From an optimization exercise on the open Yosys and OpenROAD flow, aimed at small area, a short achievable clock period and few clock cycles; shortcuts taken in it are not production practice.
Function was not checked in any run shown here: the RTL went through the layout flow alone.
Power figures rest on the tool's default switching activity, not on a simulated workload.

$ cat flow/config.mk
export PLATFORM = sky130hd
export DESIGN_NAME = xyolo_lanes
export DESIGN_NICKNAME = xyolo_lanes
export VERILOG_FILES = /design/flow/design.v
export SDC_FILE = /design/flow/constraint.sdc
export NUM_CORES = 4
export LEC_CHECK = 0
export ABC_AREA = 1
export CAP_MARGIN = 20
export CORE_MARGIN = 2
export CORE_UTILIZATION = 40
export SLEW_MARGIN = 20
export SYNTH_HIERARCHICAL = 1
$ cat flow/constraint.sdc
create_clock -name core_clock -period 10.0 [get_ports {clk}]
set_input_delay 2.0000 -clock core_clock [delete_from_list [all_inputs] [get_ports {clk}]]
set_output_delay 2.0000 -clock core_clock [all_outputs]
set_load 0.01 [all_outputs]
$ cat flow/design.v
`default_nettype none
package xyolo_lanes_pkg;
  localparam int c_DATA_W   = 16;
  localparam int c_N_LANES  = 4;
  localparam int c_SHIFT_W  = 5;
  localparam int c_CNT_W    = 12;
  localparam int c_LEAKY_SH = 3;
  localparam int c_MP_MAX   = 4;
  typedef enum logic [2:0] {
    S_IDLE  = 3'd0,
    S_ACC   = 3'd1,
    S_DRAIN = 3'd2,
    S_POST  = 3'd3,
    S_OUT   = 3'd4
  } state_t;
endpackage
`default_nettype wire
`default_nettype none
module xyolo_lane
#(
  parameter int DATA_W   = xyolo_lanes_pkg::c_DATA_W,
  parameter int SHIFT_W  = xyolo_lanes_pkg::c_SHIFT_W,
  parameter int CNT_W    = xyolo_lanes_pkg::c_CNT_W,
  parameter int LEAKY_SH = xyolo_lanes_pkg::c_LEAKY_SH
) (
  input  logic               clk,
  input  logic               beat_en,     
  input  logic               bypass,      
  input  logic               bias_en,     
  input  logic [DATA_W-1:0]  pixel,
  input  logic [DATA_W-1:0]  weight,
  input  logic [DATA_W-1:0]  bias,
  input  logic               sh_load,     
  input  logic [SHIFT_W-1:0] sh_d,
  input  logic               cfg_leaky,
  input  logic [25:0]        fit_mask,    
  input  logic               ld_beat,     
  input  logic               pool_en,     
  input  logic               pool_first,  
  output logic [DATA_W-1:0]  result
);
  logic [SHIFT_W-1:0] r_sh;
  logic               r_ld0, r_ld1;
  always_ff @(posedge clk) begin
    if (sh_load) r_sh <= sh_d;
    r_ld0 <= ld_beat;
    r_ld1 <= r_ld0;
  end
  logic [15:0] r_x, r_y, r_b;
  always_ff @(posedge clk) begin
    r_x <= pixel;
    r_y <= beat_en ? (bypass ? 16'd1 : weight) : 16'd0;
    r_b <= bias_en ? bias : 16'd0;
  end
  logic [16:0] w_xe;
  logic [7:0]  w_one, w_two, w_neg;
  logic [16:0] w_r0, w_r1, w_r2, w_r3, w_r4, w_r5, w_r6, w_r7;
  assign w_xe = {r_x[15], r_x};
  for (genvar j = 0; j < 8; j++) begin : g_enc
    logic yl, ym, yh;
    assign yl = (j == 0) ? 1'b0 : r_y[2*j-1];
    assign ym = r_y[2*j];
    assign yh = r_y[2*j+1];
    assign w_one[j] = ym ^ yl;
    assign w_two[j] = (yh & ~ym & ~yl) | (~yh & ym & yl);
    assign w_neg[j] = yh;
  end
  assign w_r0 = ({17{w_one[0]}} & w_xe | {17{w_two[0]}} & {w_xe[15:0], 1'b0}) ^ {17{w_neg[0]}};
  assign w_r1 = ({17{w_one[1]}} & w_xe | {17{w_two[1]}} & {w_xe[15:0], 1'b0}) ^ {17{w_neg[1]}};
  assign w_r2 = ({17{w_one[2]}} & w_xe | {17{w_two[2]}} & {w_xe[15:0], 1'b0}) ^ {17{w_neg[2]}};
  assign w_r3 = ({17{w_one[3]}} & w_xe | {17{w_two[3]}} & {w_xe[15:0], 1'b0}) ^ {17{w_neg[3]}};
  assign w_r4 = ({17{w_one[4]}} & w_xe | {17{w_two[4]}} & {w_xe[15:0], 1'b0}) ^ {17{w_neg[4]}};
  assign w_r5 = ({17{w_one[5]}} & w_xe | {17{w_two[5]}} & {w_xe[15:0], 1'b0}) ^ {17{w_neg[5]}};
  assign w_r6 = ({17{w_one[6]}} & w_xe | {17{w_two[6]}} & {w_xe[15:0], 1'b0}) ^ {17{w_neg[6]}};
  assign w_r7 = ({17{w_one[7]}} & w_xe | {17{w_two[7]}} & {w_xe[15:0], 1'b0}) ^ {17{w_neg[7]}};
  wire hs0, hc0;
  xyolo_ha u_ha0 (.a(w_r0[10]), .b(w_r1[8]), .s(hs0), .co(hc0));
  wire hs1, hc1;
  xyolo_ha u_ha1 (.a(w_r0[11]), .b(w_r1[9]), .s(hs1), .co(hc1));
  wire fs0, fc0;
  xyolo_fa u_fa0 (.a(w_r0[12]), .b(w_r1[10]), .c(w_r2[8]), .s(fs0), .co(fc0));
  wire hs2, hc2;
  xyolo_ha u_ha2 (.a(w_r3[6]), .b(w_r4[4]), .s(hs2), .co(hc2));
  wire fs1, fc1;
  xyolo_fa u_fa1 (.a(w_r0[13]), .b(w_r1[11]), .c(w_r2[9]), .s(fs1), .co(fc1));
  wire hs3, hc3;
  xyolo_ha u_ha3 (.a(w_r3[7]), .b(w_r4[5]), .s(hs3), .co(hc3));
  wire fs2, fc2;
  xyolo_fa u_fa2 (.a(w_r0[14]), .b(w_r1[12]), .c(w_r2[10]), .s(fs2), .co(fc2));
  wire fs3, fc3;
  xyolo_fa u_fa3 (.a(w_r3[8]), .b(w_r4[6]), .c(w_r5[4]), .s(fs3), .co(fc3));
  wire hs4, hc4;
  xyolo_ha u_ha4 (.a(w_r6[2]), .b(w_r7[0]), .s(hs4), .co(hc4));
  wire fs4, fc4;
  xyolo_fa u_fa4 (.a(w_r0[15]), .b(w_r1[13]), .c(w_r2[11]), .s(fs4), .co(fc4));
  wire fs5, fc5;
  xyolo_fa u_fa5 (.a(w_r3[9]), .b(w_r4[7]), .c(w_r5[5]), .s(fs5), .co(fc5));
  wire hs5, hc5;
  xyolo_ha u_ha5 (.a(w_r6[3]), .b(w_r7[1]), .s(hs5), .co(hc5));
  wire fs6, fc6;
  xyolo_fa u_fa6 (.a(~w_r0[16]), .b(w_r1[14]), .c(w_r2[12]), .s(fs6), .co(fc6));
  wire fs7, fc7;
  xyolo_fa u_fa7 (.a(w_r3[10]), .b(w_r4[8]), .c(w_r5[6]), .s(fs7), .co(fc7));
  wire fs8, fc8;
  assign fs8 = w_r6[4] ^ w_r7[2] ^ 1'b1;
  assign fc8 = (w_r6[4] & w_r7[2]) | (1'b1 & (w_r6[4] ^ w_r7[2]));
  wire fs9, fc9;
  xyolo_fa u_fa9 (.a(w_r1[15]), .b(w_r2[13]), .c(w_r3[11]), .s(fs9), .co(fc9));
  wire fs10, fc10;
  xyolo_fa u_fa10 (.a(w_r4[9]), .b(w_r5[7]), .c(w_r6[5]), .s(fs10), .co(fc10));
  wire hs6, hc6;
  assign hs6 = w_r7[3] ^ 1'b1;
  assign hc6 = w_r7[3] & 1'b1;
  wire fs11, fc11;
  xyolo_fa u_fa11 (.a(~w_r1[16]), .b(w_r2[14]), .c(w_r3[12]), .s(fs11), .co(fc11));
  wire fs12, fc12;
  xyolo_fa u_fa12 (.a(w_r4[10]), .b(w_r5[8]), .c(w_r6[6]), .s(fs12), .co(fc12));
  wire fs13, fc13;
  xyolo_fa u_fa13 (.a(w_r2[15]), .b(w_r3[13]), .c(w_r4[11]), .s(fs13), .co(fc13));
  wire hs7, hc7;
  xyolo_ha u_ha7 (.a(w_r5[9]), .b(w_r6[7]), .s(hs7), .co(hc7));
  wire fs14, fc14;
  xyolo_fa u_fa14 (.a(~w_r2[16]), .b(w_r3[14]), .c(w_r4[12]), .s(fs14), .co(fc14));
  wire hs8, hc8;
  xyolo_ha u_ha8 (.a(w_r3[15]), .b(w_r4[13]), .s(hs8), .co(hc8));
  wire hs9, hc9;
  xyolo_ha u_ha9 (.a(w_r0[6]), .b(w_r1[4]), .s(hs9), .co(hc9));
  wire hs10, hc10;
  xyolo_ha u_ha10 (.a(w_r0[7]), .b(w_r1[5]), .s(hs10), .co(hc10));
  wire fs15, fc15;
  xyolo_fa u_fa15 (.a(w_r0[8]), .b(w_r1[6]), .c(w_r2[4]), .s(fs15), .co(fc15));
  wire hs11, hc11;
  xyolo_ha u_ha11 (.a(w_r3[2]), .b(w_r4[0]), .s(hs11), .co(hc11));
  wire fs16, fc16;
  xyolo_fa u_fa16 (.a(w_r0[9]), .b(w_r1[7]), .c(w_r2[5]), .s(fs16), .co(fc16));
  wire hs12, hc12;
  xyolo_ha u_ha12 (.a(w_r3[3]), .b(w_r4[1]), .s(hs12), .co(hc12));
  wire fs17, fc17;
  xyolo_fa u_fa17 (.a(w_r2[6]), .b(w_r3[4]), .c(w_r4[2]), .s(fs17), .co(fc17));
  wire fs18, fc18;
  xyolo_fa u_fa18 (.a(w_r5[0]), .b(w_neg[5]), .c(hs0), .s(fs18), .co(fc18));
  wire fs19, fc19;
  xyolo_fa u_fa19 (.a(w_r2[7]), .b(w_r3[5]), .c(w_r4[3]), .s(fs19), .co(fc19));
  wire fs20, fc20;
  xyolo_fa u_fa20 (.a(w_r5[1]), .b(hc0), .c(hs1), .s(fs20), .co(fc20));
  wire fs21, fc21;
  xyolo_fa u_fa21 (.a(w_r5[2]), .b(w_r6[0]), .c(w_neg[6]), .s(fs21), .co(fc21));
  wire fs22, fc22;
  xyolo_fa u_fa22 (.a(hc1), .b(fs0), .c(hs2), .s(fs22), .co(fc22));
  wire fs23, fc23;
  xyolo_fa u_fa23 (.a(w_r5[3]), .b(w_r6[1]), .c(fc0), .s(fs23), .co(fc23));
  wire fs24, fc24;
  xyolo_fa u_fa24 (.a(hc2), .b(fs1), .c(hs3), .s(fs24), .co(fc24));
  wire fs25, fc25;
  xyolo_fa u_fa25 (.a(w_neg[7]), .b(fc1), .c(hc3), .s(fs25), .co(fc25));
  wire fs26, fc26;
  xyolo_fa u_fa26 (.a(fs2), .b(fs3), .c(hs4), .s(fs26), .co(fc26));
  wire fs27, fc27;
  xyolo_fa u_fa27 (.a(fc2), .b(fc3), .c(hc4), .s(fs27), .co(fc27));
  wire fs28, fc28;
  xyolo_fa u_fa28 (.a(fs4), .b(fs5), .c(hs5), .s(fs28), .co(fc28));
  wire fs29, fc29;
  xyolo_fa u_fa29 (.a(fc4), .b(fc5), .c(hc5), .s(fs29), .co(fc29));
  wire fs30, fc30;
  xyolo_fa u_fa30 (.a(fs6), .b(fs7), .c(fs8), .s(fs30), .co(fc30));
  wire fs31, fc31;
  xyolo_fa u_fa31 (.a(fc6), .b(fc7), .c(fc8), .s(fs31), .co(fc31));
  wire fs32, fc32;
  xyolo_fa u_fa32 (.a(fs9), .b(fs10), .c(hs6), .s(fs32), .co(fc32));
  wire fs33, fc33;
  xyolo_fa u_fa33 (.a(w_r7[4]), .b(fc9), .c(fc10), .s(fs33), .co(fc33));
  wire fs34, fc34;
  xyolo_fa u_fa34 (.a(hc6), .b(fs11), .c(fs12), .s(fs34), .co(fc34));
  wire fs35, fc35;
  xyolo_fa u_fa35 (.a(w_r7[5]), .b(fc11), .c(fc12), .s(fs35), .co(fc35));
  wire fs36, fc36;
  assign fs36 = fs13 ^ hs7 ^ 1'b1;
  assign fc36 = (fs13 & hs7) | (1'b1 & (fs13 ^ hs7));
  wire fs37, fc37;
  xyolo_fa u_fa37 (.a(w_r5[10]), .b(w_r6[8]), .c(w_r7[6]), .s(fs37), .co(fc37));
  wire fs38, fc38;
  xyolo_fa u_fa38 (.a(fc13), .b(hc7), .c(fs14), .s(fs38), .co(fc38));
  wire fs39, fc39;
  xyolo_fa u_fa39 (.a(w_r5[11]), .b(w_r6[9]), .c(w_r7[7]), .s(fs39), .co(fc39));
  wire fs40, fc40;
  assign fs40 = fc14 ^ hs8 ^ 1'b1;
  assign fc40 = (fc14 & hs8) | (1'b1 & (fc14 ^ hs8));
  wire fs41, fc41;
  xyolo_fa u_fa41 (.a(~w_r3[16]), .b(w_r4[14]), .c(w_r5[12]), .s(fs41), .co(fc41));
  wire fs42, fc42;
  xyolo_fa u_fa42 (.a(w_r6[10]), .b(w_r7[8]), .c(hc8), .s(fs42), .co(fc42));
  wire fs43, fc43;
  xyolo_fa u_fa43 (.a(w_r4[15]), .b(w_r5[13]), .c(w_r6[11]), .s(fs43), .co(fc43));
  wire hs13, hc13;
  assign hs13 = w_r7[9] ^ 1'b1;
  assign hc13 = w_r7[9] & 1'b1;
  wire fs44, fc44;
  xyolo_fa u_fa44 (.a(~w_r4[16]), .b(w_r5[14]), .c(w_r6[12]), .s(fs44), .co(fc44));
  wire hs14, hc14;
  xyolo_ha u_ha14 (.a(w_r5[15]), .b(w_r6[13]), .s(hs14), .co(hc14));
  wire hs15, hc15;
  xyolo_ha u_ha15 (.a(w_r0[4]), .b(w_r1[2]), .s(hs15), .co(hc15));
  wire hs16, hc16;
  xyolo_ha u_ha16 (.a(w_r0[5]), .b(w_r1[3]), .s(hs16), .co(hc16));
  wire fs45, fc45;
  xyolo_fa u_fa45 (.a(w_r2[2]), .b(w_r3[0]), .c(w_neg[3]), .s(fs45), .co(fc45));
  wire fs46, fc46;
  xyolo_fa u_fa46 (.a(w_r2[3]), .b(w_r3[1]), .c(hc9), .s(fs46), .co(fc46));
  wire fs47, fc47;
  xyolo_fa u_fa47 (.a(w_neg[4]), .b(hc10), .c(fs15), .s(fs47), .co(fc47));
  wire fs48, fc48;
  xyolo_fa u_fa48 (.a(fc15), .b(hc11), .c(fs16), .s(fs48), .co(fc48));
  wire fs49, fc49;
  xyolo_fa u_fa49 (.a(fc16), .b(hc12), .c(fs17), .s(fs49), .co(fc49));
  wire fs50, fc50;
  xyolo_fa u_fa50 (.a(fc17), .b(fc18), .c(fs19), .s(fs50), .co(fc50));
  wire fs51, fc51;
  xyolo_fa u_fa51 (.a(fc19), .b(fc20), .c(fs21), .s(fs51), .co(fc51));
  wire fs52, fc52;
  xyolo_fa u_fa52 (.a(fc21), .b(fc22), .c(fs23), .s(fs52), .co(fc52));
  wire fs53, fc53;
  xyolo_fa u_fa53 (.a(fc23), .b(fc24), .c(fs25), .s(fs53), .co(fc53));
  wire fs54, fc54;
  xyolo_fa u_fa54 (.a(fc25), .b(fc26), .c(fs27), .s(fs54), .co(fc54));
  wire fs55, fc55;
  xyolo_fa u_fa55 (.a(fc27), .b(fc28), .c(fs29), .s(fs55), .co(fc55));
  wire fs56, fc56;
  xyolo_fa u_fa56 (.a(fc29), .b(fc30), .c(fs31), .s(fs56), .co(fc56));
  wire fs57, fc57;
  xyolo_fa u_fa57 (.a(fc31), .b(fc32), .c(fs33), .s(fs57), .co(fc57));
  wire fs58, fc58;
  xyolo_fa u_fa58 (.a(fc33), .b(fc34), .c(fs35), .s(fs58), .co(fc58));
  wire fs59, fc59;
  xyolo_fa u_fa59 (.a(fc35), .b(fc36), .c(fs37), .s(fs59), .co(fc59));
  wire fs60, fc60;
  xyolo_fa u_fa60 (.a(fc37), .b(fc38), .c(fs39), .s(fs60), .co(fc60));
  wire fs61, fc61;
  xyolo_fa u_fa61 (.a(fc39), .b(fc40), .c(fs41), .s(fs61), .co(fc61));
  wire fs62, fc62;
  xyolo_fa u_fa62 (.a(fc41), .b(fc42), .c(fs43), .s(fs62), .co(fc62));
  wire fs63, fc63;
  xyolo_fa u_fa63 (.a(w_r7[10]), .b(fc43), .c(hc13), .s(fs63), .co(fc63));
  wire fs64, fc64;
  xyolo_fa u_fa64 (.a(w_r7[11]), .b(fc44), .c(hs14), .s(fs64), .co(fc64));
  wire fs65, fc65;
  xyolo_fa u_fa65 (.a(~w_r5[16]), .b(w_r6[14]), .c(w_r7[12]), .s(fs65), .co(fc65));
  wire hs17, hc17;
  xyolo_ha u_ha17 (.a(w_r6[15]), .b(w_r7[13]), .s(hs17), .co(hc17));
  wire hs18, hc18;
  xyolo_ha u_ha18 (.a(w_r0[2]), .b(w_r1[0]), .s(hs18), .co(hc18));
  wire hs19, hc19;
  xyolo_ha u_ha19 (.a(w_r0[3]), .b(w_r1[1]), .s(hs19), .co(hc19));
  wire fs66, fc66;
  xyolo_fa u_fa66 (.a(w_r2[0]), .b(w_neg[2]), .c(hs15), .s(fs66), .co(fc66));
  wire fs67, fc67;
  xyolo_fa u_fa67 (.a(w_r2[1]), .b(hc15), .c(hs16), .s(fs67), .co(fc67));
  wire fs68, fc68;
  xyolo_fa u_fa68 (.a(hs9), .b(hc16), .c(fs45), .s(fs68), .co(fc68));
  wire fs69, fc69;
  xyolo_fa u_fa69 (.a(hs10), .b(fc45), .c(fs46), .s(fs69), .co(fc69));
  wire fs70, fc70;
  xyolo_fa u_fa70 (.a(hs11), .b(fc46), .c(fs47), .s(fs70), .co(fc70));
  wire fs71, fc71;
  xyolo_fa u_fa71 (.a(hs12), .b(fc47), .c(fs48), .s(fs71), .co(fc71));
  wire fs72, fc72;
  xyolo_fa u_fa72 (.a(fs18), .b(fc48), .c(fs49), .s(fs72), .co(fc72));
  wire fs73, fc73;
  xyolo_fa u_fa73 (.a(fs20), .b(fc49), .c(fs50), .s(fs73), .co(fc73));
  wire fs74, fc74;
  xyolo_fa u_fa74 (.a(fs22), .b(fc50), .c(fs51), .s(fs74), .co(fc74));
  wire fs75, fc75;
  xyolo_fa u_fa75 (.a(fs24), .b(fc51), .c(fs52), .s(fs75), .co(fc75));
  wire fs76, fc76;
  xyolo_fa u_fa76 (.a(fs26), .b(fc52), .c(fs53), .s(fs76), .co(fc76));
  wire fs77, fc77;
  xyolo_fa u_fa77 (.a(fs28), .b(fc53), .c(fs54), .s(fs77), .co(fc77));
  wire fs78, fc78;
  xyolo_fa u_fa78 (.a(fs30), .b(fc54), .c(fs55), .s(fs78), .co(fc78));
  wire fs79, fc79;
  xyolo_fa u_fa79 (.a(fs32), .b(fc55), .c(fs56), .s(fs79), .co(fc79));
  wire fs80, fc80;
  xyolo_fa u_fa80 (.a(fs34), .b(fc56), .c(fs57), .s(fs80), .co(fc80));
  wire fs81, fc81;
  xyolo_fa u_fa81 (.a(fs36), .b(fc57), .c(fs58), .s(fs81), .co(fc81));
  wire fs82, fc82;
  xyolo_fa u_fa82 (.a(fs38), .b(fc58), .c(fs59), .s(fs82), .co(fc82));
  wire fs83, fc83;
  xyolo_fa u_fa83 (.a(fs40), .b(fc59), .c(fs60), .s(fs83), .co(fc83));
  wire fs84, fc84;
  xyolo_fa u_fa84 (.a(fs42), .b(fc60), .c(fs61), .s(fs84), .co(fc84));
  wire fs85, fc85;
  xyolo_fa u_fa85 (.a(hs13), .b(fc61), .c(fs62), .s(fs85), .co(fc85));
  wire fs86, fc86;
  xyolo_fa u_fa86 (.a(fs44), .b(fc62), .c(fs63), .s(fs86), .co(fc86));
  wire fs87, fc87;
  assign fs87 = fc63 ^ fs64 ^ 1'b1;
  assign fc87 = (fc63 & fs64) | (1'b1 & (fc63 ^ fs64));
  wire fs88, fc88;
  xyolo_fa u_fa88 (.a(hc14), .b(fc64), .c(fs65), .s(fs88), .co(fc88));
  wire fs89, fc89;
  assign fs89 = fc65 ^ hs17 ^ 1'b1;
  assign fc89 = (fc65 & hs17) | (1'b1 & (fc65 ^ hs17));
  wire fs90, fc90;
  xyolo_fa u_fa90 (.a(~w_r6[16]), .b(w_r7[14]), .c(hc17), .s(fs90), .co(fc90));
  wire hs20, hc20;
  assign hs20 = w_r7[15] ^ 1'b1;
  assign hc20 = w_r7[15] & 1'b1;
  logic [30:0] r_t0;
  logic [30:0] r_t1;
  logic [15:0] r_b1;
  always_ff @(posedge clk) begin
    r_t0[0] <= w_r0[0];
    r_t1[0] <= w_neg[0];
    r_t0[1] <= w_r0[1];
    r_t0[2] <= w_neg[1];
    r_t1[2] <= hs18;
    r_t0[3] <= hc18;
    r_t1[3] <= hs19;
    r_t0[4] <= hc19;
    r_t1[4] <= fs66;
    r_t0[5] <= fc66;
    r_t1[5] <= fs67;
    r_t0[6] <= fc67;
    r_t1[6] <= fs68;
    r_t0[7] <= fc68;
    r_t1[7] <= fs69;
    r_t0[8] <= fc69;
    r_t1[8] <= fs70;
    r_t0[9] <= fc70;
    r_t1[9] <= fs71;
    r_t0[10] <= fc71;
    r_t1[10] <= fs72;
    r_t0[11] <= fc72;
    r_t1[11] <= fs73;
    r_t0[12] <= fc73;
    r_t1[12] <= fs74;
    r_t0[13] <= fc74;
    r_t1[13] <= fs75;
    r_t0[14] <= fc75;
    r_t1[14] <= fs76;
    r_t0[15] <= fc76;
    r_t1[15] <= fs77;
    r_t0[16] <= fc77;
    r_t1[16] <= fs78;
    r_t0[17] <= fc78;
    r_t1[17] <= fs79;
    r_t0[18] <= fc79;
    r_t1[18] <= fs80;
    r_t0[19] <= fc80;
    r_t1[19] <= fs81;
    r_t0[20] <= fc81;
    r_t1[20] <= fs82;
    r_t0[21] <= fc82;
    r_t1[21] <= fs83;
    r_t0[22] <= fc83;
    r_t1[22] <= fs84;
    r_t0[23] <= fc84;
    r_t1[23] <= fs85;
    r_t0[24] <= fc85;
    r_t1[24] <= fs86;
    r_t0[25] <= fc86;
    r_t1[25] <= fs87;
    r_t0[26] <= fc87;
    r_t1[26] <= fs88;
    r_t0[27] <= fc88;
    r_t1[27] <= fs89;
    r_t0[28] <= fc89;
    r_t1[28] <= fs90;
    r_t0[29] <= fc90;
    r_t1[29] <= hs20;
    r_t0[30] <= ~w_r7[16];
    r_t1[30] <= hc20;
    r_b1 <= r_b;
  end
  logic [42:0] w_row0, w_row1, w_x, w_cs_s, w_cs_c, w_acc_n;
  logic [42:0] r_acc;
  logic [15:0] r_bh;     
  assign w_row0 = {1'b1, 1'b1, 1'b1, 1'b1, 1'b1, 1'b1, 1'b1, 1'b1, 1'b1, 1'b1, 1'b1, 1'b1, r_t0[30], r_t0[29], r_t0[28], r_t0[27], r_t0[26], r_t0[25], r_t0[24], r_t0[23], r_t0[22], r_t0[21], r_t0[20], r_t0[19], r_t0[18], r_t0[17], r_t0[16], r_t0[15], r_t0[14], r_t0[13], r_t0[12], r_t0[11], r_t0[10], r_t0[9], r_t0[8], r_t0[7], r_t0[6], r_t0[5], r_t0[4], r_t0[3], r_t0[2], r_t0[1], r_t0[0]};
  assign w_row1 = {1'b0, 1'b0, 1'b0, 1'b0, 1'b0, 1'b0, 1'b0, 1'b0, 1'b0, 1'b0, 1'b0, 1'b0, r_t1[30], r_t1[29], r_t1[28], r_t1[27], r_t1[26], r_t1[25], r_t1[24], r_t1[23], r_t1[22], r_t1[21], r_t1[20], r_t1[19], r_t1[18], r_t1[17], r_t1[16], r_t1[15], r_t1[14], r_t1[13], r_t1[12], r_t1[11], r_t1[10], r_t1[9], r_t1[8], r_t1[7], r_t1[6], r_t1[5], r_t1[4], r_t1[3], r_t1[2], 1'b0, r_t1[0]};
  assign w_x     = r_acc & {43{~r_ld1}};
  assign w_cs_s  = w_x ^ w_row0 ^ w_row1;
  assign w_cs_c  = (w_x & w_row0) | (w_row1 & (w_x ^ w_row0));
  wire [42:0] ca_p0, ca_g0, ca_sum;
  assign ca_p0 = w_cs_s ^ {w_cs_c[41:0], 1'b0};
  assign ca_g0 = w_cs_s & {w_cs_c[41:0], 1'b0};
  wire ca_G0, ca_P0;
  assign ca_G0 = ca_g0[1] | (ca_p0[1] & ca_g0[0]);
  assign ca_P0 = ca_p0[1] & ca_p0[0];
  wire ca_G1, ca_P1;
  assign ca_G1 = ca_g0[3] | (ca_p0[3] & ca_g0[2]);
  assign ca_P1 = ca_p0[3] & ca_p0[2];
  wire ca_G2, ca_P2;
  assign ca_G2 = ca_g0[5] | (ca_p0[5] & ca_g0[4]);
  assign ca_P2 = ca_p0[5] & ca_p0[4];
  wire ca_G3, ca_P3;
  assign ca_G3 = ca_g0[7] | (ca_p0[7] & ca_g0[6]);
  assign ca_P3 = ca_p0[7] & ca_p0[6];
  wire ca_G4, ca_P4;
  assign ca_G4 = ca_g0[9] | (ca_p0[9] & ca_g0[8]);
  assign ca_P4 = ca_p0[9] & ca_p0[8];
  wire ca_G5, ca_P5;
  assign ca_G5 = ca_g0[11] | (ca_p0[11] & ca_g0[10]);
  assign ca_P5 = ca_p0[11] & ca_p0[10];
  wire ca_G6, ca_P6;
  assign ca_G6 = ca_g0[13] | (ca_p0[13] & ca_g0[12]);
  assign ca_P6 = ca_p0[13] & ca_p0[12];
  wire ca_G7, ca_P7;
  assign ca_G7 = ca_g0[15] | (ca_p0[15] & ca_g0[14]);
  assign ca_P7 = ca_p0[15] & ca_p0[14];
  wire ca_G8, ca_P8;
  assign ca_G8 = ca_g0[17] | (ca_p0[17] & ca_g0[16]);
  assign ca_P8 = ca_p0[17] & ca_p0[16];
  wire ca_G9, ca_P9;
  assign ca_G9 = ca_g0[19] | (ca_p0[19] & ca_g0[18]);
  assign ca_P9 = ca_p0[19] & ca_p0[18];
  wire ca_G10, ca_P10;
  assign ca_G10 = ca_g0[21] | (ca_p0[21] & ca_g0[20]);
  assign ca_P10 = ca_p0[21] & ca_p0[20];
  wire ca_G11, ca_P11;
  assign ca_G11 = ca_g0[23] | (ca_p0[23] & ca_g0[22]);
  assign ca_P11 = ca_p0[23] & ca_p0[22];
  wire ca_G12, ca_P12;
  assign ca_G12 = ca_g0[25] | (ca_p0[25] & ca_g0[24]);
  assign ca_P12 = ca_p0[25] & ca_p0[24];
  wire ca_G13, ca_P13;
  assign ca_G13 = ca_g0[27] | (ca_p0[27] & ca_g0[26]);
  assign ca_P13 = ca_p0[27] & ca_p0[26];
  wire ca_G14, ca_P14;
  assign ca_G14 = ca_g0[29] | (ca_p0[29] & ca_g0[28]);
  assign ca_P14 = ca_p0[29] & ca_p0[28];
  wire ca_G15, ca_P15;
  assign ca_G15 = ca_g0[31] | (ca_p0[31] & ca_g0[30]);
  assign ca_P15 = ca_p0[31] & ca_p0[30];
  wire ca_G16, ca_P16;
  assign ca_G16 = ca_g0[33] | (ca_p0[33] & ca_g0[32]);
  assign ca_P16 = ca_p0[33] & ca_p0[32];
  wire ca_G17, ca_P17;
  assign ca_G17 = ca_g0[35] | (ca_p0[35] & ca_g0[34]);
  assign ca_P17 = ca_p0[35] & ca_p0[34];
  wire ca_G18, ca_P18;
  assign ca_G18 = ca_g0[37] | (ca_p0[37] & ca_g0[36]);
  assign ca_P18 = ca_p0[37] & ca_p0[36];
  wire ca_G19, ca_P19;
  assign ca_G19 = ca_g0[39] | (ca_p0[39] & ca_g0[38]);
  assign ca_P19 = ca_p0[39] & ca_p0[38];
  wire ca_G20, ca_P20;
  assign ca_G20 = ca_g0[41] | (ca_p0[41] & ca_g0[40]);
  assign ca_P20 = ca_p0[41] & ca_p0[40];
  wire ca_G21, ca_P21;
  assign ca_G21 = ca_G1 | (ca_P1 & ca_G0);
  assign ca_P21 = ca_P1 & ca_P0;
  wire ca_G22, ca_P22;
  assign ca_G22 = ca_G3 | (ca_P3 & ca_G2);
  assign ca_P22 = ca_P3 & ca_P2;
  wire ca_G23, ca_P23;
  assign ca_G23 = ca_G5 | (ca_P5 & ca_G4);
  assign ca_P23 = ca_P5 & ca_P4;
  wire ca_G24, ca_P24;
  assign ca_G24 = ca_G7 | (ca_P7 & ca_G6);
  assign ca_P24 = ca_P7 & ca_P6;
  wire ca_G25, ca_P25;
  assign ca_G25 = ca_G9 | (ca_P9 & ca_G8);
  assign ca_P25 = ca_P9 & ca_P8;
  wire ca_G26, ca_P26;
  assign ca_G26 = ca_G11 | (ca_P11 & ca_G10);
  assign ca_P26 = ca_P11 & ca_P10;
  wire ca_G27, ca_P27;
  assign ca_G27 = ca_G13 | (ca_P13 & ca_G12);
  assign ca_P27 = ca_P13 & ca_P12;
  wire ca_G28, ca_P28;
  assign ca_G28 = ca_G15 | (ca_P15 & ca_G14);
  assign ca_P28 = ca_P15 & ca_P14;
  wire ca_G29, ca_P29;
  assign ca_G29 = ca_G17 | (ca_P17 & ca_G16);
  assign ca_P29 = ca_P17 & ca_P16;
  wire ca_G30, ca_P30;
  assign ca_G30 = ca_G19 | (ca_P19 & ca_G18);
  assign ca_P30 = ca_P19 & ca_P18;
  wire ca_G31, ca_P31;
  assign ca_G31 = ca_G22 | (ca_P22 & ca_G21);
  assign ca_P31 = ca_P22 & ca_P21;
  wire ca_G32, ca_P32;
  assign ca_G32 = ca_G24 | (ca_P24 & ca_G23);
  assign ca_P32 = ca_P24 & ca_P23;
  wire ca_G33, ca_P33;
  assign ca_G33 = ca_G26 | (ca_P26 & ca_G25);
  assign ca_P33 = ca_P26 & ca_P25;
  wire ca_G34, ca_P34;
  assign ca_G34 = ca_G28 | (ca_P28 & ca_G27);
  assign ca_P34 = ca_P28 & ca_P27;
  wire ca_G35, ca_P35;
  assign ca_G35 = ca_G30 | (ca_P30 & ca_G29);
  assign ca_P35 = ca_P30 & ca_P29;
  wire ca_G36, ca_P36;
  assign ca_G36 = ca_G32 | (ca_P32 & ca_G31);
  assign ca_P36 = ca_P32 & ca_P31;
  wire ca_G37, ca_P37;
  assign ca_G37 = ca_G34 | (ca_P34 & ca_G33);
  assign ca_P37 = ca_P34 & ca_P33;
  wire ca_G38, ca_P38;
  assign ca_G38 = ca_G37 | (ca_P37 & ca_G36);
  assign ca_P38 = ca_P37 & ca_P36;
  wire ca_G39, ca_P39;
  assign ca_G39 = ca_G33 | (ca_P33 & ca_G36);
  assign ca_P39 = ca_P33 & ca_P36;
  wire ca_G40, ca_P40;
  assign ca_G40 = ca_G35 | (ca_P35 & ca_G38);
  assign ca_P40 = ca_P35 & ca_P38;
  wire ca_G41, ca_P41;
  assign ca_G41 = ca_G23 | (ca_P23 & ca_G31);
  assign ca_P41 = ca_P23 & ca_P31;
  wire ca_G42, ca_P42;
  assign ca_G42 = ca_G25 | (ca_P25 & ca_G36);
  assign ca_P42 = ca_P25 & ca_P36;
  wire ca_G43, ca_P43;
  assign ca_G43 = ca_G27 | (ca_P27 & ca_G39);
  assign ca_P43 = ca_P27 & ca_P39;
  wire ca_G44, ca_P44;
  assign ca_G44 = ca_G29 | (ca_P29 & ca_G38);
  assign ca_P44 = ca_P29 & ca_P38;
  wire ca_G45, ca_P45;
  assign ca_G45 = ca_G2 | (ca_P2 & ca_G21);
  assign ca_P45 = ca_P2 & ca_P21;
  wire ca_G46, ca_P46;
  assign ca_G46 = ca_G4 | (ca_P4 & ca_G31);
  assign ca_P46 = ca_P4 & ca_P31;
  wire ca_G47, ca_P47;
  assign ca_G47 = ca_G6 | (ca_P6 & ca_G41);
  assign ca_P47 = ca_P6 & ca_P41;
  wire ca_G48, ca_P48;
  assign ca_G48 = ca_G8 | (ca_P8 & ca_G36);
  assign ca_P48 = ca_P8 & ca_P36;
  wire ca_G49, ca_P49;
  assign ca_G49 = ca_G10 | (ca_P10 & ca_G42);
  assign ca_P49 = ca_P10 & ca_P42;
  wire ca_G50, ca_P50;
  assign ca_G50 = ca_G12 | (ca_P12 & ca_G39);
  assign ca_P50 = ca_P12 & ca_P39;
  wire ca_G51, ca_P51;
  assign ca_G51 = ca_G14 | (ca_P14 & ca_G43);
  assign ca_P51 = ca_P14 & ca_P43;
  wire ca_G52, ca_P52;
  assign ca_G52 = ca_G16 | (ca_P16 & ca_G38);
  assign ca_P52 = ca_P16 & ca_P38;
  wire ca_G53, ca_P53;
  assign ca_G53 = ca_G18 | (ca_P18 & ca_G44);
  assign ca_P53 = ca_P18 & ca_P44;
  wire ca_G54, ca_P54;
  assign ca_G54 = ca_G20 | (ca_P20 & ca_G40);
  assign ca_P54 = ca_P20 & ca_P40;
  wire ca_G55, ca_P55;
  assign ca_G55 = ca_g0[2] | (ca_p0[2] & ca_G0);
  assign ca_P55 = ca_p0[2] & ca_P0;
  wire ca_G56, ca_P56;
  assign ca_G56 = ca_g0[4] | (ca_p0[4] & ca_G21);
  assign ca_P56 = ca_p0[4] & ca_P21;
  wire ca_G57, ca_P57;
  assign ca_G57 = ca_g0[6] | (ca_p0[6] & ca_G45);
  assign ca_P57 = ca_p0[6] & ca_P45;
  wire ca_G58, ca_P58;
  assign ca_G58 = ca_g0[8] | (ca_p0[8] & ca_G31);
  assign ca_P58 = ca_p0[8] & ca_P31;
  wire ca_G59, ca_P59;
  assign ca_G59 = ca_g0[10] | (ca_p0[10] & ca_G46);
  assign ca_P59 = ca_p0[10] & ca_P46;
  wire ca_G60, ca_P60;
  assign ca_G60 = ca_g0[12] | (ca_p0[12] & ca_G41);
  assign ca_P60 = ca_p0[12] & ca_P41;
  wire ca_G61, ca_P61;
  assign ca_G61 = ca_g0[14] | (ca_p0[14] & ca_G47);
  assign ca_P61 = ca_p0[14] & ca_P47;
  wire ca_G62, ca_P62;
  assign ca_G62 = ca_g0[16] | (ca_p0[16] & ca_G36);
  assign ca_P62 = ca_p0[16] & ca_P36;
  wire ca_G63, ca_P63;
  assign ca_G63 = ca_g0[18] | (ca_p0[18] & ca_G48);
  assign ca_P63 = ca_p0[18] & ca_P48;
  wire ca_G64, ca_P64;
  assign ca_G64 = ca_g0[20] | (ca_p0[20] & ca_G42);
  assign ca_P64 = ca_p0[20] & ca_P42;
  wire ca_G65, ca_P65;
  assign ca_G65 = ca_g0[22] | (ca_p0[22] & ca_G49);
  assign ca_P65 = ca_p0[22] & ca_P49;
  wire ca_G66, ca_P66;
  assign ca_G66 = ca_g0[24] | (ca_p0[24] & ca_G39);
  assign ca_P66 = ca_p0[24] & ca_P39;
  wire ca_G67, ca_P67;
  assign ca_G67 = ca_g0[26] | (ca_p0[26] & ca_G50);
  assign ca_P67 = ca_p0[26] & ca_P50;
  wire ca_G68, ca_P68;
  assign ca_G68 = ca_g0[28] | (ca_p0[28] & ca_G43);
  assign ca_P68 = ca_p0[28] & ca_P43;
  wire ca_G69, ca_P69;
  assign ca_G69 = ca_g0[30] | (ca_p0[30] & ca_G51);
  assign ca_P69 = ca_p0[30] & ca_P51;
  wire ca_G70, ca_P70;
  assign ca_G70 = ca_g0[32] | (ca_p0[32] & ca_G38);
  assign ca_P70 = ca_p0[32] & ca_P38;
  wire ca_G71, ca_P71;
  assign ca_G71 = ca_g0[34] | (ca_p0[34] & ca_G52);
  assign ca_P71 = ca_p0[34] & ca_P52;
  wire ca_G72, ca_P72;
  assign ca_G72 = ca_g0[36] | (ca_p0[36] & ca_G44);
  assign ca_P72 = ca_p0[36] & ca_P44;
  wire ca_G73, ca_P73;
  assign ca_G73 = ca_g0[38] | (ca_p0[38] & ca_G53);
  assign ca_P73 = ca_p0[38] & ca_P53;
  wire ca_G74, ca_P74;
  assign ca_G74 = ca_g0[40] | (ca_p0[40] & ca_G40);
  assign ca_P74 = ca_p0[40] & ca_P40;
  wire ca_G75, ca_P75;
  assign ca_G75 = ca_g0[42] | (ca_p0[42] & ca_G54);
  assign ca_P75 = ca_p0[42] & ca_P54;
  assign ca_sum[0] = ca_p0[0] ^ 1'b0;
  assign ca_sum[1] = ca_p0[1] ^ ca_g0[0];
  assign ca_sum[2] = ca_p0[2] ^ ca_G0;
  assign ca_sum[3] = ca_p0[3] ^ ca_G55;
  assign ca_sum[4] = ca_p0[4] ^ ca_G21;
  assign ca_sum[5] = ca_p0[5] ^ ca_G56;
  assign ca_sum[6] = ca_p0[6] ^ ca_G45;
  assign ca_sum[7] = ca_p0[7] ^ ca_G57;
  assign ca_sum[8] = ca_p0[8] ^ ca_G31;
  assign ca_sum[9] = ca_p0[9] ^ ca_G58;
  assign ca_sum[10] = ca_p0[10] ^ ca_G46;
  assign ca_sum[11] = ca_p0[11] ^ ca_G59;
  assign ca_sum[12] = ca_p0[12] ^ ca_G41;
  assign ca_sum[13] = ca_p0[13] ^ ca_G60;
  assign ca_sum[14] = ca_p0[14] ^ ca_G47;
  assign ca_sum[15] = ca_p0[15] ^ ca_G61;
  assign ca_sum[16] = ca_p0[16] ^ ca_G36;
  assign ca_sum[17] = ca_p0[17] ^ ca_G62;
  assign ca_sum[18] = ca_p0[18] ^ ca_G48;
  assign ca_sum[19] = ca_p0[19] ^ ca_G63;
  assign ca_sum[20] = ca_p0[20] ^ ca_G42;
  assign ca_sum[21] = ca_p0[21] ^ ca_G64;
  assign ca_sum[22] = ca_p0[22] ^ ca_G49;
  assign ca_sum[23] = ca_p0[23] ^ ca_G65;
  assign ca_sum[24] = ca_p0[24] ^ ca_G39;
  assign ca_sum[25] = ca_p0[25] ^ ca_G66;
  assign ca_sum[26] = ca_p0[26] ^ ca_G50;
  assign ca_sum[27] = ca_p0[27] ^ ca_G67;
  assign ca_sum[28] = ca_p0[28] ^ ca_G43;
  assign ca_sum[29] = ca_p0[29] ^ ca_G68;
  assign ca_sum[30] = ca_p0[30] ^ ca_G51;
  assign ca_sum[31] = ca_p0[31] ^ ca_G69;
  assign ca_sum[32] = ca_p0[32] ^ ca_G38;
  assign ca_sum[33] = ca_p0[33] ^ ca_G70;
  assign ca_sum[34] = ca_p0[34] ^ ca_G52;
  assign ca_sum[35] = ca_p0[35] ^ ca_G71;
  assign ca_sum[36] = ca_p0[36] ^ ca_G44;
  assign ca_sum[37] = ca_p0[37] ^ ca_G72;
  assign ca_sum[38] = ca_p0[38] ^ ca_G53;
  assign ca_sum[39] = ca_p0[39] ^ ca_G73;
  assign ca_sum[40] = ca_p0[40] ^ ca_G40;
  assign ca_sum[41] = ca_p0[41] ^ ca_G74;
  assign ca_sum[42] = ca_p0[42] ^ ca_G54;
  assign w_acc_n = ca_sum;
  always_ff @(posedge clk) begin
    r_acc <= w_acc_n;
    if (r_ld1) r_bh <= r_b1;
  end
  logic [47:0] w_a0;
  logic [31:0] w_s16;
  logic [23:0] w_s8;
  logic [19:0] w_s4;
  logic [17:0] w_s2;
  logic [16:0] w_t;
  logic [17:0] w_vs, w_vw;
  logic        w_big, w_ge28;
  assign w_a0  = {{(48-43){r_acc[42]}}, r_acc};
  assign w_s16 = r_sh[4] ? w_a0[47:16] : w_a0[31:0];
  assign w_s8  = r_sh[3] ? w_s16[31:8] : w_s16[23:0];
  assign w_s4  = r_sh[2] ? w_s8[23:4]  : w_s8[19:0];
  assign w_s2  = r_sh[1] ? w_s4[19:2]  : w_s4[17:0];
  assign w_t   = r_sh[0] ? w_s2[17:1]  : w_s2[16:0];
  assign w_big = |((r_acc[41:16] ^ {26{r_acc[42]}}) & fit_mask[25:0]);
  assign w_vs  = {w_t[16], w_t} + {{2{r_bh[15]}}, r_bh};
  assign w_ge28 = &r_sh[4:2];
  assign w_vw[12:0] = w_vs[12:0];
  assign w_vw[13] = (r_sh[1] & r_sh[0]) ? w_vs[12] : w_vs[13];
  assign w_vw[14] = r_sh[1] ? (r_sh[0] ? w_vs[12] : w_vs[13]) : w_vs[14];
  assign w_vw[15] = r_sh[1] ? (r_sh[0] ? w_vs[12] : w_vs[13]) : (r_sh[0] ? w_vs[14] : w_vs[15]);
  assign w_vw[17:16] = {2{w_vw[15]}};
  logic [17:0] r_y18;
  logic        r_big, r_bsg;
  always_ff @(posedge clk) begin
    r_y18 <= w_ge28 ? w_vw : w_vs;
    r_big <= w_big;
    r_bsg <= r_acc[42];
  end
  logic        w_fit, w_sgn;
  logic [15:0] w_sat, w_v, r_pool;
  assign w_fit = !r_big && ((r_y18[17:15] == 3'b000) || (r_y18[17:15] == 3'b111));
  assign w_sgn = r_big ? r_bsg : r_y18[17];
  assign w_sat = w_fit ? r_y18[15:0] : {w_sgn, {15{~w_sgn}}};
  assign w_v   = (cfg_leaky && w_sat[15]) ? {{LEAKY_SH{1'b1}}, w_sat[15:LEAKY_SH]} : w_sat;
  always_ff @(posedge clk) begin
    if (pool_en && (pool_first || ($signed(w_v) > $signed(r_pool)))) r_pool <= w_v;
  end
  assign result = r_pool;
endmodule
module xyolo_fa (input  logic a, b, c, output logic s, co);
  assign s  = a ^ b ^ c;
  assign co = (a & b) | (c & (a ^ b));
endmodule
module xyolo_ha (input  logic a, b, output logic s, co);
  assign s  = a ^ b;
  assign co = a & b;
endmodule
`default_nettype wire
`default_nettype none
module xyolo_lanes
#(
  parameter int DATA_W   = xyolo_lanes_pkg::c_DATA_W,
  parameter int N_LANES  = xyolo_lanes_pkg::c_N_LANES,
  parameter int SHIFT_W  = xyolo_lanes_pkg::c_SHIFT_W,
  parameter int CNT_W    = xyolo_lanes_pkg::c_CNT_W,
  parameter int LEAKY_SH = xyolo_lanes_pkg::c_LEAKY_SH
) (
  input  logic                      clk,
  input  logic                      rst,
  input  logic                      start,
  input  logic [CNT_W-1:0]          cfg_n_acc,
  input  logic [CNT_W-1:0]          cfg_n_out,
  input  logic [2:0]                cfg_mp_win,
  input  logic                      cfg_bias,
  input  logic                      cfg_leaky,
  input  logic                      cfg_maxpool,
  input  logic                      cfg_bypass,
  input  logic [SHIFT_W-1:0]        cfg_shift,
  input  logic                      in_valid,
  output logic                      in_ready,
  input  logic [N_LANES*DATA_W-1:0] in_pixel,
  input  logic [N_LANES*DATA_W-1:0] in_weight,
  input  logic [N_LANES*DATA_W-1:0] in_bias,
  output logic                      out_valid,
  input  logic                      out_ready,
  output logic [N_LANES*DATA_W-1:0] out_data,
  output logic                      busy,
  output logic                      done
);
  logic [CNT_W-1:0]   r_n_acc;           
  logic [2:0]         r_n_win;           
  logic               r_acc_le1, r_win_le1;
  logic               r_bypass, r_bias_en, r_leaky;
  logic [SHIFT_W-1:0] r_shift;
  logic [CNT_W-1:0]   r_bc;              
  logic [2:0]         r_wc;              
  logic [CNT_W-1:0]   r_oc;              
  logic               r_wl, r_wcl, r_ocl;    
  logic               r_wf, r_gf;        
  logic               r_run;             
  logic               r_busy, r_done, r_in_ready, r_out_valid, r_out_last, r_pend;
  logic               w_st, w_acc, w_xfer;
  logic [2:0]         w_cfg_win;
  assign w_st   = start && !r_busy;
  assign w_acc  = in_valid && r_in_ready;
  assign w_xfer = r_out_valid && out_ready;
  logic [SHIFT_W-1:0] w_cfg_shift;
  assign w_cfg_shift = cfg_bypass ? '0 : cfg_shift;
  assign w_cfg_win = !cfg_maxpool ? 3'd1 : (cfg_mp_win[2] ? 3'd4 : cfg_mp_win);
  logic w_gl_nx, w_jl_nx, w_wl1, w_gf1, w_x1, w_k0a, w_k0b, w_k1a, w_k1b;
  assign w_gl_nx = r_wl && r_wcl;                       
  assign w_jl_nx = w_gl_nx && r_ocl;                    
  assign w_wl1   = r_wl ? r_acc_le1 : (r_bc == CNT_W'(2));   
  assign w_gf1   = r_wl ? r_wcl : r_gf;                 
  assign w_x1    = w_gf1 && w_wl1;
  assign w_k0a = r_run && !(r_gf && r_wl && r_pend);
  assign w_k0b = r_run && r_pend && r_out_valid;
  assign w_k1a = !w_jl_nx && !(w_x1 && (w_gl_nx || r_pend));
  assign w_k1b = !w_jl_nx && !(w_x1 && w_gl_nx) && r_out_valid;
  logic e_ld, e_wl, e_gf, e_gl, e_jl;
  assign e_ld = w_acc && (r_wf || r_bypass);
  assign e_wl = w_acc && r_wl;
  assign e_gf = r_gf;
  assign e_gl = w_acc && w_gl_nx;
  assign e_jl = w_acc && w_jl_nx;
  always_ff @(posedge clk) begin
    if (w_st) begin
      r_bc  <= cfg_n_acc;
      r_wl  <= (cfg_n_acc[CNT_W-1:1] == '0);
      r_wf  <= 1'b1;
    end else if (w_acc) begin
      r_bc  <= r_wl ? r_n_acc : r_bc - CNT_W'(1);
      r_wl  <= w_wl1;
      r_wf  <= r_wl;
    end
    if (w_st) begin
      r_wc  <= w_cfg_win;
      r_wcl <= (w_cfg_win[2:1] == 2'd0);
      r_gf  <= 1'b1;
    end else if (e_wl) begin
      r_wc  <= r_wcl ? r_n_win : r_wc - 3'd1;
      r_wcl <= r_wcl ? r_win_le1 : (r_wc == 3'd2);
      r_gf  <= r_wcl;
    end
    if (w_st) begin
      r_oc  <= cfg_n_out;
      r_ocl <= (cfg_n_out[CNT_W-1:1] == '0);
    end else if (e_gl) begin
      r_oc  <= r_oc - CNT_W'(1);
      r_ocl <= (r_oc == CNT_W'(2));
    end
    if (w_st) begin
      r_n_acc   <= cfg_n_acc;
      r_acc_le1 <= (cfg_n_acc[CNT_W-1:1] == '0);
      r_n_win   <= w_cfg_win;
      r_win_le1 <= (w_cfg_win[2:1] == 2'd0);
      r_bypass  <= cfg_bypass;
      r_bias_en <= cfg_bias && !cfg_bypass;
      r_leaky   <= cfg_leaky && !cfg_bypass;
      r_shift   <= w_cfg_shift;
    end
  end
  logic f0_wl, f0_gf, f0_gl, f0_jl;           
  logic f1_wl, f1_gf, f1_gl, f1_jl;           
  logic f2_wl, f2_gf, f2_gl, f2_jl;           
  logic f3_wl, f3_gf, f3_gl, f3_jl;           
  always_ff @(posedge clk) begin
    if (rst) begin
      r_run <= 1'b0; r_busy <= 1'b0; r_done <= 1'b0; r_in_ready <= 1'b0;
      r_out_valid <= 1'b0; r_out_last <= 1'b0; r_pend <= 1'b0;
      {f0_wl, f0_gf, f0_gl, f0_jl} <= '0;
      {f1_wl, f1_gf, f1_gl, f1_jl} <= '0;
      {f2_wl, f2_gf, f2_gl, f2_jl} <= '0;
      {f3_wl, f3_gf, f3_gl, f3_jl} <= '0;
    end else begin
      r_run      <= w_st || (r_run && !e_jl);
      r_pend     <= e_gl || (r_pend && !w_xfer);
      r_in_ready <= w_st || (w_acc ? (w_k1a || (w_k1b && out_ready))
                                   : (w_k0a || (w_k0b && out_ready)));
      r_done     <= w_xfer && r_out_last;
      r_busy     <= w_st || (r_busy && !(w_xfer && r_out_last));
      if (f3_wl && f3_gl) begin
        r_out_valid <= 1'b1;
        r_out_last  <= f3_jl;
      end else if (w_xfer) begin
        r_out_valid <= 1'b0;
      end
      {f0_wl, f0_gf, f0_gl, f0_jl} <= {e_wl, e_gf, e_gl, e_jl};
      {f1_wl, f1_gf, f1_gl, f1_jl} <= {f0_wl, f0_gf, f0_gl, f0_jl};
      {f2_wl, f2_gf, f2_gl, f2_jl} <= {f1_wl, f1_gf, f1_gl, f1_jl};
      {f3_wl, f3_gf, f3_gl, f3_jl} <= {f2_wl, f2_gf, f2_gl, f2_jl};
    end
  end
  assign in_ready  = r_in_ready;
  assign out_valid = r_out_valid;
  assign busy      = r_busy;
  assign done      = r_done;
  logic [25:0] w_fit_mask;
  for (genvar t = 0; t < 26; t++) begin : g_mask
    assign w_fit_mask[t] = (5'(t) >= r_shift);
  end
  for (genvar g = 0; g < N_LANES; g++) begin : g_lane
    xyolo_lane #(
      .DATA_W   (DATA_W),
      .SHIFT_W  (SHIFT_W),
      .CNT_W    (CNT_W),
      .LEAKY_SH (LEAKY_SH)
    ) u_lane (
      .clk        (clk),
      .beat_en    (w_acc),
      .bypass     (r_bypass),
      .bias_en    (r_bias_en),
      .pixel      (in_pixel[g*DATA_W +: DATA_W]),
      .weight     (in_weight[g*DATA_W +: DATA_W]),
      .bias       (in_bias[g*DATA_W +: DATA_W]),
      .sh_load    (w_st),
      .sh_d       (w_cfg_shift),
      .cfg_leaky  (r_leaky),
      .fit_mask   (w_fit_mask),
      .ld_beat    (e_ld),
      .pool_en    (f3_wl),
      .pool_first (f3_gf),
      .result     (out_data[g*DATA_W +: DATA_W])
    );
  end
endmodule
`default_nettype wire
$ cat flow/flow/run.sh
#!/bin/bash
# Standard synthesis unchanged, then the standard layout steps with the
# timing repair asked to leave extra setup margin (so that it sizes the
# critical paths for a period well below the 10 ns constraint) and with
# plain buffers, rather than delay cells, on the ports.
set -euo pipefail
MARGIN=$(cat flow/margin.txt)
bash standard.sh synth > synth.log 2>&1
bash standard.sh SETUP_SLACK_MARGIN=$MARGIN \
  BUFFER_PORTS_ARGS="-buffer_cell sky130_fd_sc_hd__buf_2" finish > layout.log 2>&1
$ cat flow/flow/margin.txt
6.5
$ cat flow/standard.sh
#!/bin/bash
# synth_recipe.tcl (not shown) runs the flow's synth.tcl, then flattens the netlist and writes it again
# the make line also repeats each setting of config.mk as NAME=value (left out here)
make -C /OpenROAD-flow-scripts/flow DESIGN_CONFIG=/design/flow/config.mk WORK_HOME=/design/flow/orfs CLKGATE_MAP_FILE= SYNTH_SCRIPT=/design/flow/synth_recipe.tcl "${@:-finish}"
==> results of run 1 <==
==> sequential cells by signal, indices dropped and copies added, names as in the netlist, 5 cells and up <==
| signal | flops |
|---|---|
| r_oc | 12 |
| g_lane.u_lane.r_x | 64 |
| g_lane.u_lane.r_pool | 64 |
| g_lane.u_lane.r_acc | 172 |
| g_lane.u_lane.r_y | 64 |
| g_lane.u_lane.r_t0 | 124 |
| g_lane.u_lane.r_b | 64 |
| g_lane.u_lane.r_b1 | 64 |
| g_lane.u_lane.r_bh | 64 |
| g_lane.u_lane.r_sh | 20 |
| r_bc | 12 |
| r_n_acc | 12 |
| r_shift | 5 |
| g_lane.u_lane.r_y18 | 72 |
| g_lane.u_lane.r_t1 | 120 |
==> synth_stat cells (5+ instances only) <==
cell          n
inv_1      1140
o2111ai_1     8
nor2_1      553
clkbuf_1     98
nand3b_1     16
a21oi_1     306
a21o_1       20
or2_1         8
o21bai_1     24
ha_1        398
a22oi_1      38
o21a_1       12
xnor2_1      53
dfxtp_1     785
o31ai_1       5
o211ai_1     46
a31oi_1      26
xor2_1      529
a21boi_0      8
nor3_1       17
nand4_1      44
buf_2        94
nand2_1    1494
a31o_2       12
inv_2        27
buf_6        19
buf_4        57
o21ai_0     268
nand3_2       9
nand3_1     258
o22ai_1     424
a211oi_1     32
nand2_2       6
buf_1        88
fa_1        548
clkinv_1      8
mux2i_1      24
o21ai_1     150
nor3_2        8
edfxtp_1    203
==> what timing repair did <==
| item | CTS | global route |
|---|---|---|
| gates cloned | 8 | 32 |
| setup endpoints to repair | 329 | 218 |
| hold buffers | 0 | 0 |
| resized for setup | 164 | 345 |
| pin swaps | 15 | 129 |
| buffers inserted | 80 | 103 |
==> worst max path at each step <==
stage                                         endpoint  cells after the start
floorplan           g_lane[0].u_lane.r_acc[31]$_DFF_P_                     18
global placement     g_lane[3].u_lane.r_t1[15]$_DFF_P_                      8
detailed placement   g_lane[1].u_lane.r_t1[16]$_DFF_P_                      8
CTS                                       out_data[50]                      1
global route        g_lane[1].u_lane.r_acc[30]$_DFF_P_                     21
finish                                    out_data[49]                      1
==> layer usage <==
layer | vias up | share of wire, %
met5 | - | 0
met4 | 0 | 4.8
met3 | 425 | 5.9
met2 | 1829 | 47
met1 | 26228 | 42
li1 | 26283 | -
==> power groups by stage <==
| stage | Sequential, uW | Clock (uW) | Combinational (uW) |
|---|---|---|---|
| floorplan | 5570 | 0 | 7070 |
| global placement | 5910 | 0 | 8840 |
| detailed placement | 5910 | 0 | 9210 |
| CTS | 5810 | 4640 | 9350 |
| global route | 5890 | 4780 | 11200 |
| finish | 5810 | 4510 | 9760 |
==> modules after synthesis (local to each module, per instance), a selection <==
module,area (um^2),flip-flops and latches,copies in the design,cells inside
xyolo_fa,20.0,0,344,1
xyolo_lanes,3920,80,1,462
xyolo_ha,12.5,0,72,1
==> through the flow <==
step / hold WS [ns] / cell area, um^2 / setup slack, ns / total power [uW] / instances
6_report: 0.314 / 78500 / 6.48 / 20100 / 10567
5_1_grt: 0.326 / 78500 / 6.41 / 21900 / 10564
4_1_cts: 0.312 / 76000 / 6.41 / 19800 / 10429
3_5_place_dp: 0.312 / 70400 / 5.31 / 15100 / 10124
3_3_place_gp: 0.311 / 70400 / 5.32 / 14700 / 10123
2_1_floorplan: 0.310 / 67400 / 6.53 / 12600 / 7910
==> kinds of logic (layout without fill, tap and decap cells) <==
kind of cell	after synthesis	in the layout	share of synthesized area [%]
AOI/OAI and AO/OA	1399	1399	12.1
muxes	24	24	0.356
buffers and inverters	1531	1981	9.23
DFF	988	988	32.3
adders and majority gates	946	946	23.7
xor gates and xnor gates	582	582	7.56
other	0	3	0
and+or+nand+nor	2440	2440	14.7
==> final cells by class <==
class,instances,area [um^2]
Timing Repair Buffer,581,4590
Multi-Input combinational cell,5391,40500
Clock inverter,75,912
Fill cell,16062,88700
Sequential cell,988,21900
Clock buffer,142,3210
Tap cell,2204,2760
Inverter,1175,4550
Timing Repair inverter,8,40.0
Antenna cell,3,7.51
==> metrics.csv, run 1 <==
stage,metric,value,unit
setup_path,CP arrival,1.52,ns
clock_network,Root Buffer,clkbuf_16,
synthesis,syn avg cell area,8.53,um^2
drt,Initial DRT Pass Iterations,6,
floorplan,die height,415,um
floorplan,I/O pin cnt,301,
setup_path,CP peak stage delay,0.54,ns
sta,"Hold Violations, Final",0,
setup_path,startpoint class of the critical path,flop,
global_routing,initial antenna violation count,5,
sta,Final min period,3.52,ns
floorplan,Die Area,0.172,mm^2
pwr,Net Sw Power,8390,uW
setup_path,Crit. End Element,output port,
global_routing,vias in the first global route,53776,
sta,Slew Limit Fails,0,
layout,fin nets,9439,
pwr,Worst VDD drop,0.172,mV
synthesis,Yosys warning count,8,
setup_path,RR Startpoint,g_lane[2].u_lane.r_y[9]$_SDFF_PP0_,
synthesis,Yosys top cell by area,dfxtp_1,
sta,# setup viols final,0,
synthesis,Mapped Area,0.0674,mm^2
clock_network,H-tree levels,3,
min_path,Hold Crit Start,g_lane[3].u_lane.r_ld0$_DFF_P_,
layout,"commonest non-fill, non-tap cell in the layout",nand2_1,
setup_path,Worst R2R Setup Slack,6.55,ns
floorplan,Die Wd,415,um
job,Max Cap Violations,0,
synthesis,Syn Inst Count,7910,
pwr,Clock Power Share,22.5,%
drt,Post-route DRC,0,
global_routing,GRT Resource Usage Total,22.6,%
synthesis,Post-synth ARST share,0,%
pwr,sequential share of power,28.9,%
global_routing,GR Layer Usage met2,37.4,%
sta,Rel. slew slack,19.0,%
floorplan,# rows,150,
pwr,total internal power,11700,uW
synthesis,"EDFF count, synth",203,
sta,RSZ-0062 raised after global routing,true,
sta,Final Cycle Share,35.2,%
placement,Post-DP HPWL,150,mm
setup_path,"slowest stage cell, crit path",edfxtp_1,
layout,"commonest non-fill, non-tap cells in the layout","nand2_1, inv_1, dfxtp_1, fa_1, xor2_1",
setup_path,Worst Setup SP,g_lane[3].u_lane.r_pool[1]$_DFFE_PP_,
floorplan,Initial Util,40.3,%
drt,Avg WL per Cell,19.3,um
min_path,hold depth,0,
setup_path,reg2reg path depth,12,
sta,final setup TNS,0,ns
clock_network,TritonCTS buffer count,115,
drt,Detailed Route Iter0 Violations,4141,
clock_network,Clock Latency Late Sink,0.77,ns
setup_path,r2r endpoint,g_lane[2].u_lane.r_t1[19]$_DFF_P_,
pwr,power per cell area,256,mW/mm^2
sta,Fmax achieved,284,MHz
synthesis,#FFs+latches synth,988,
pwr,Pleak,0.0393,uW
setup_path,CP top delay family,flip-flops,
global_routing,first-pass GRT wire length,306,mm
synthesis,top cell type's share of synthesized area,23.3,%
global_routing,most used routing layer,met2,
drt,Total Wirelength,204,mm
outcome,status,finished clean,
layout,Final Util,46.9,%
drt,antenna-violating nets left,0,
synthesis,post-synth cell types,54,
clock_network,Sink Count,988,
setup_path,critical-path cell list,buf_2,
placement,final RePlAce weighted congestion,0.927,
min_path,hold-critical path endpoint,g_lane[3].u_lane.r_ld1$_DFF_P_,
global_routing,largest net degree at the start of global routing,81,
pwr,switching part of the total power,41.8,%
drt,total number of vias,54765,
synthesis,ys flop type,dfxtp_1,
sta,Least-Margin Pin Slew,1.21,ns
setup_path,CP Class,flop to output port,
floorplan,core area,0.167,mm^2
clock_network,"Reg clk slew, reported paths",0.06,ns
synthesis,"top cells by area, synth","dfxtp_1, fa_1, edfxtp_1, nand2_1, ha_1",
synthesis,"Seq/Total Area, Yosys",32.3,%
setup_path,Critical Path RT,8.00,ns
placement,port bufs,300,
layout,share of cells above drive strength 1,14.2,%
setup_path,WP buf/inv,1,
clock_network,CTS tree,done,
clock_network,CTS Buffer Depth,3,
setup_path,CP max FO,2,
global_routing,total congestion overflow,0,
pwr,Gate power share,48.6,%
global_routing,global routing usage on met3,3.11,%
synthesis,Mapped Nets,9089,
min_path,HP Class,flop to flop,
drt,vias per inst,5.18,
layout,post-synthesis to final-layout area growth,16.4,%
global_routing,met1 GRT Util,29.0,%
sta,Worst Skew,0.0367,ns
==> run 2, diff against run 1 <==
--- a/flow/design.v
+++ b/flow/design.v
@@ -24,6 +24,7 @@
   parameter int LEAKY_SH = xyolo_lanes_pkg::c_LEAKY_SH
 ) (
   input  logic               clk,
+  input  logic               rst,
   input  logic               beat_en,     
   input  logic               bypass,      
   input  logic               bias_en,     
@@ -694,8 +695,11 @@
   assign w_sgn = r_big ? r_bsg : r_y18[17];
   assign w_sat = w_fit ? r_y18[15:0] : {w_sgn, {15{~w_sgn}}};
   assign w_v   = (cfg_leaky && w_sat[15]) ? {{LEAKY_SH{1'b1}}, w_sat[15:LEAKY_SH]} : w_sat;
+  logic        w_gt;
+  assign w_gt  = {~w_v[15], w_v[14:0]} > {~r_pool[15], r_pool[14:0]};
   always_ff @(posedge clk) begin
-    if (pool_en && (pool_first || ($signed(w_v) > $signed(r_pool)))) r_pool <= w_v;
+    if (rst) r_pool <= '0;
+    else if (pool_en && (pool_first || w_gt)) r_pool <= w_v;
   end
   assign result = r_pool;
 endmodule
@@ -859,6 +863,7 @@
       .LEAKY_SH (LEAKY_SH)
     ) u_lane (
       .clk        (clk),
+      .rst        (rst),
       .beat_en    (w_acc),
       .bypass     (r_bypass),
       .bias_en    (r_bias_en),
==> metrics.csv, run 2 <==
stage,metric,value,unit,change
synthesis,most frequent cells after synthesis,"nand2_1, inv_1, dfxtp_1",,unchanged
global_routing,total congestion overflow,0,,unchanged
setup_path,CP max FO,11,,was 2
drt,antenna-violating nets left,0,,unchanged
min_path,HP Class,flop to flop,,unchanged
synthesis,Mapped Nets,9401,,"was 9,089"
synthesis,Compound-Gate Fraction of Synth Area,11.7,%,was 12.1%
layout,fin nets,9804,,"was 9,439"
layout,antenna diode count,0,,was 3
job,Max Cap Violations,0,,unchanged
sta,Final min period,3.46,ns,was 3.52 ns
synthesis,"Seq/Total Area, Yosys",30.9,%,was 32.3%
synthesis,#FFs+latches synth,988,,unchanged
layout,Storage cell area,0.0213,mm^2,was 0.0219 mm^2
placement,Place WS,5.33,ns,was 5.31 ns
floorplan,Initial Util,40.3,%,about the same
clock_network,Clock Latency Late Sink,0.76,ns,was 0.77 ns
layout,max FFs per register,172,,unchanged
clock_network,CTS tree,done,,unchanged
synthesis,most numerous cell in the Yosys netlist,nand2_1,,unchanged
drt,Avg WL per Cell,19.1,um,was 19.3 um
synthesis,Mapped Area,0.0685,mm^2,was 0.0674 mm^2
global_routing,GRT Resource Usage Total,22.8,%,was 22.6%
clock_network,TritonCTS buffer count,112,,was 115
floorplan,Die Wd,418,um,was 415 um
setup_path,Crit. End Element,flop,,was output port
sta,Fmax achieved,289,MHz,was 284 MHz
layout,"commonest non-fill, non-tap cells in the layout","nand2_1, inv_1, dfxtp_1, nor2_1, xor2_1",,"was nand2_1, inv_1, dfxtp_1, fa_1, xor2_1"
sta,Slew Limit Fails,0,,unchanged
outcome,status,finished clean,,unchanged
synthesis,simple-gate share of the synthesized area,15.9,%,was 14.7%
sta,Least-Margin Pin Slew,1.24,ns,was 1.21 ns
synthesis,"EDFF count, synth",139,,was 203
pwr,Pleak,0.0411,uW,was 0.0393 uW
[run 2: cell count changes after synthesis, sizes merged, moves of 20 or more]
cell	change
a21oi	-36
clkbuf	+20
xor2	+56
nand3	+60
nor2	+84
edfxtp	-64
o22ai	+56
o21ai	-48
o211ai	-24
a22oi	-36
dfxtp	+64
nand2	+100
inv	+72
[run 2: worst max path at each step]
| stage | from | endpoint | slack (ns) | cells after the start |
|---|---|---|---|---|
| 2_1_floorplan | g_lane[0].u_lane.r_ld1$_DFF_P_ | g_lane[0].u_lane.r_acc[31]$_DFF_P_ | 6.55 | 18 |
| 3_3_place_gp | g_lane[1].u_lane.r_y[7]$_SDFF_PP0_ | g_lane[1].u_lane.r_t1[18]$_DFF_P_ | 5.44 | 8 |
| 3_5_place_dp | g_lane[1].u_lane.r_y[7]$_SDFF_PP0_ | g_lane[1].u_lane.r_t1[17]$_DFF_P_ | 5.33 | 8 |
| 4_1_cts | g_lane[2].u_lane.r_y[1]$_SDFF_PP0_ | g_lane[2].u_lane.r_t1[18]$_DFF_P_ | 6.50 | 11 |
| 5_1_grt | g_lane[1].u_lane.r_ld1$_DFF_P_ | g_lane[1].u_lane.r_acc[38]$_DFF_P_ | 6.34 | 20 |
| 6_report | g_lane[2].u_lane.r_y[9]$_SDFF_PP0_ | g_lane[2].u_lane.r_t1[21]$_DFF_P_ | 6.54 | 11 |
[run 2: cell type report]
type                            count  share of cell area (%)
Clock inverter                     67                    1.10
Sequential cell                   988                    26.3
Timing Repair inverter             11                  0.0835
Inverter                         1243                    5.95
Multi-Input combinational cell   5631                    52.6
Tap cell                         2218                    3.43
Clock buffer                      146                    4.08
Timing Repair Buffer              638                    6.45
[run 2: per-module statistics from Yosys (local to each module, per instance), excerpt]
module,flip-flops and latches,area [um^2]
xyolo_ha,0,12.5
xyolo_lanes,80,3920
xyolo_fa,0,20.0
[run 2: cell families after synthesis]
logic type | after synthesis
flip-flops | 988
AO/OA/AOI/OAI | 1335
AND/OR/NAND/NOR | 2676
XOR/XNOR | 638
multiplexers | 36
adder cells (fa/ha/maj) | 946
buffers and inverters | 1603
[run 2: routing by layer]
layer	vias up	part of all wire, %	GRT usage, %
li1	27172	-	-
met1	27026	44	30.9
met4	0	4.8	10.1
met3	437	6.9	3.48
met2	2093	45	35.9
met5	-	0	0
[run 2: through the flow]
step / hold slack (ns) / utilization, %
6_report: 0.303 / 47.6
5_1_grt: 0.329 / 47.6
4_1_cts: 0.313 / 45.6
3_5_place_dp: 0.312 / 42.1
3_3_place_gp: 0.310 / 42.0
2_1_floorplan: 0.310 / -
[run 2: where the power goes]
part / switching [uW] / internal [uW] / leakage, uW
clock: 1820 / 2830 / 0.00207
sequential: 686 / 5090 / 0.00841
combinational: 6360 / 4160 / 0.0306
[run 2: repair_timing]
item | in CTS | in global routing
hold buffers | 0 | 0
gates cloned | 17 | 29
gates resized for setup | 197 | 482
setup buffers | 91 | 150
pin swaps | 18 | 172
setup endpoints to repair | 326 | 228
[run 2: critical path, delay by kind of cell, from the launching register on]
family          cells  cell delay (ns)
fa+ha+maj           4             1.91
simple gates        1             0.13
flops               1             0.40
xor+xnor            1             0.23
buf+inv             3             0.41
compound gates      2             0.26

port drivers added, routing unchanged:
The flow's constraints put no driver on any port. The routed layouts listed below were extracted and timed again, unchanged, in two steps. Step 1 (the two cells are an assumption about what drives the block):
set clk [get_ports {clk}]
set_driving_cell -lib_cell sky130_fd_sc_hd__clkbuf_16 $clk
set_driving_cell -lib_cell sky130_fd_sc_hd__buf_2 [delete_from_list [all_inputs] $clk]
Step 2, shift: input delay + t, output delay - t, t = (earliest + latest rising clock arrival at the registers) / 2. This alone moves slack from input paths to output paths. a / b / c = ideal ports / drivers / drivers and shift; a / b = the first two.
| run | shift t [ns] | setup WS [ns] | worst data-port slew with drivers (ns) | cell pins on the clock port's net |
|---|---|---|---|---|
| run 1 | 0.841 | 6.479 / 6.392 / 6.301 | 0.13 | 1 |
| run 2 | 0.818 | 6.542 / 6.500 / 6.183 | 0.09 | 1 |
After both steps every run listed still meets setup and hold. For run 2, which loses most, drivers alone change the setup slack by -0.042 ns; drivers and shift together by -0.359 ns.
